From an optimization exercise on the open Yosys and OpenROAD flow, aimed at small area and few clock cycles per item; shortcuts taken in it are not production practice. The RTL was checked by simulation tests, not by an equivalence proof against the original design.

Design posture_deviation_dwell_detector_unit, start of the top module:
module posture_deviation_dwell_detector_unit
(
    input  logic                               clk,
    input  logic                               rst_n,
    input  logic                               psel,
    input  logic                               penable,
    input  logic                               pwrite,
    input  logic [pdd_pkg::ADDR_W-1:0]         paddr,
    input  logic [pdd_pkg::WORD_W-1:0]         pwdata,
    output logic [pdd_pkg::WORD_W-1:0]         prdata,
    output logic                               pready,
    input  logic                               in_valid,
    output logic                               in_ready,
    input  logic [1:0]                         opcode,
    input  logic signed [pdd_pkg::PITCH_W-1:0] pitch_x10,
    input  logic [pdd_pkg::WORD_W-1:0]         now_ms,
    output logic                               out_valid,
    input  logic                               out_ready,
    output logic [1:0]                         posture,
    output logic signed [pdd_pkg::DEV_W-1:0]   deviation_x10,
    output logic [pdd_pkg::WORD_W-1:0]         session_count,
    output logic [pdd_pkg::WORD_W-1:0]         slouch_time_sec,
    output logic [pdd_pkg::DUR_W-1:0]          longest_session_sec,
    output logic [pdd_pkg::WORD_W-1:0]         since_upright_sec,
    output logic                               event_valid,
    output logic [pdd_pkg::WORD_W-1:0]         event_start_ms,
    output logic [pdd_pkg::DUR_W-1:0]          event_duration_sec,
    output logic [pdd_pkg::MAG_W-1:0]          event_peak_dev_x10
);
    pdd_pkg::cfg_t         cfg;
    pdd_pkg::preset_load_t preset_load;
    pdd_regs u_regs
    (
        .clk         (clk),
        .rst_n       (rst_n),
        .psel        (psel),
        .penable     (penable),
        .pwrite      (pwrite),
        .paddr       (paddr),
        .pwdata      (pwdata),
        .prdata      (prdata),
        .pready      (pready),
        .cfg         (cfg),
        .preset_load (preset_load)
    );
    pdd_tracker u_tracker
    (
        .clk                 (clk),
        .rst_n               (rst_n),
        .cfg                 (cfg),
        .preset_load         (preset_load),
        .in_valid            (in_valid),
        .in_ready            (in_ready),
        .opcode              (opcode),
  ...
Size in the first run: about 320 I/O pins, roughly 17000 um2 of cells after synthesis.
clock: 14.0 ns
lec_check: 0
abc_area: 1
cap_margin: 20
core_margin: 2
core_utilization: 60
cts_buf_list: sky130_fd_sc_hd__clkbuf_8
cts_cluster_diameter: 60
cts_cluster_size: 12
gpl_timing_driven: 0
slew_margin: 20
standard.sh (not shown) runs the stock make flow with config.mk's settings and CLKGATE_MAP_FILE= SYNTH_SCRIPT=/design/flow/synth_recipe.tcl, a recipe that flattens the netlist after the stock synthesis.
==> flow/flow/run.sh <==
#!/bin/bash
# Layout flow: the standard flow (standard.sh), with one added step.
#  1. the standard synthesis, unchanged (standard.sh synth).
#  2. The logic between the flip-flops of its netlist is remapped by ABC for
#     area (area.abc, two rounds of area mapping). The flip-flops are kept as black boxes, so they keep
#     their names and cell types; then ORFS's own closing synthesis steps
#     (splitnets, tie cells, pass-through buffers) are repeated.
#  3. the standard flow continues from that netlist to the final layout,
#     with the port buffers made as the smallest plain buffer, buf_1.
# Each tool's full output goes to a log file of its own in this folder.
set -euo pipefail
HERE=$(pwd)
RES=$HERE/orfs/results/$FLOW_PLATFORM/posture_deviation_dwell_detector_unit/base
LIB=$FLOW_HOME/platforms/sky130hd/lib/sky130_fd_sc_hd__tt_025C_1v80.lib
export BUFFER_PORTS_ARGS="-buffer_cell sky130_fd_sc_hd__buf_1"

bash standard.sh synth > standard_synth.log 2>&1

cp $RES/1_2_yosys.v $HERE/synth_standard.v
python3 flow/cells_gen.py $HERE/synth_standard.v $HERE/cells.v > cells_gen.log 2>&1
DONT_USE=$(grep -o -- '-dont_use [A-Za-z0-9_]*' orfs/logs/$FLOW_PLATFORM/posture_deviation_dwell_detector_unit/base/1_2_yosys.log | sort -u | tr '\n' ' ')
cat > remap.ys <<EOS
read_verilog $HERE/cells.v
read_verilog $HERE/synth_standard.v
hierarchy -check -top $FLOW_TOP
flatten
rename -hide w:* i:* o:* %u %d
techmap
opt -purge
abc -liberty $LIB $DONT_USE -script $HERE/flow/area.abc
delete A:blackbox
delete sky130_fd_sc_hd__*
read_liberty -lib $LIB
splitnets
opt_clean -purge
hilomap -singleton -hicell sky130_fd_sc_hd__conb_1 HI -locell sky130_fd_sc_hd__conb_1 LO
insbuf -buf sky130_fd_sc_hd__buf_4 A X
rename -hide w:* i:* o:* %u %d
opt_clean -purge
tee -o $HERE/remap_stat.txt stat -liberty $LIB
check -assert -mapped
write_verilog -noattr -nohex -nodec $HERE/synth_remap.v
EOS
yosys -s remap.ys > remap.log 2>&1

cp $HERE/synth_remap.v $RES/1_2_yosys.v
rm -f $RES/1_synth.odb
bash standard.sh > standard.log 2>&1
==> flow/flow/area.abc <==
strash
&get -n
&dch -f
&nf -R 1000 -p
&put
strash
&get -n
&dch -f
&nf -R 1000 -p
&put
strash
&get -n
&dch -f
&nf -R 1000 -p
&put
topo
Other scripts of this flow, unchanged in this note and not shown: flow/flow/cells_gen.py
The baseline finished with timing, DRC and antenna clean.
Testbench counts at the start, summed over its fixed seeds: cycles 24,070, items 24,000.
Then changed:
--- a/flow/flow/run.sh
+++ b/flow/flow/run.sh
@@ -4,3 +4,3 @@
 #  2. The logic between the flip-flops of its netlist is remapped by ABC for
-#     area (area.abc, two rounds of area mapping). The flip-flops are kept as black boxes, so they keep
+#     area (area.abc). The flip-flops are kept as black boxes, so they keep
 #     their names and cell types; then ORFS's own closing synthesis steps
==> flow/flow/area.abc (replaced) <==
strash
&get -n
&dch -f
&nf -R 1000 -p
&put
topo
The new run completed without violations.
Critical path depth grows by 2.
Die area climbs by 0.53%.
Wire length hardly moves.
Cell area increases by 0.51%.

-- afterwards: timing with drivers on the ports --
The results above use ideal ports. As a check the final layouts listed here were re-extracted and re-timed, cells and wires unchanged. Step 1 assumes that a clkbuf_16 drives the clock port and a buf_2 every other input. Step 2 adds t to the input delays and takes it off the output delays; t is the mean of the earliest and latest rising clock arrival at the registers after step 1. Input paths then give back, and output paths get back, about the clock's delay inside the block. Slacks: ideal ports / drivers / drivers and shift; pairs: ideal ports / drivers.
run	t, ns	setup WS [ns]	slew at the worst register clock pin (ns)	worst slew at a driven data input, ns	cell pins on the clock port's net
the first run	0.651	0.715 / 0.669 / 0.498	0.09 / 0.09	0.09	1
the second run	0.657	0.785 / 0.733 / 0.509	0.09 / 0.09	0.09	1
After both steps setup and hold are still met in every run listed. For the second run, which loses most, drivers alone change the setup slack by -0.052 ns; drivers and shift together by -0.276 ns.
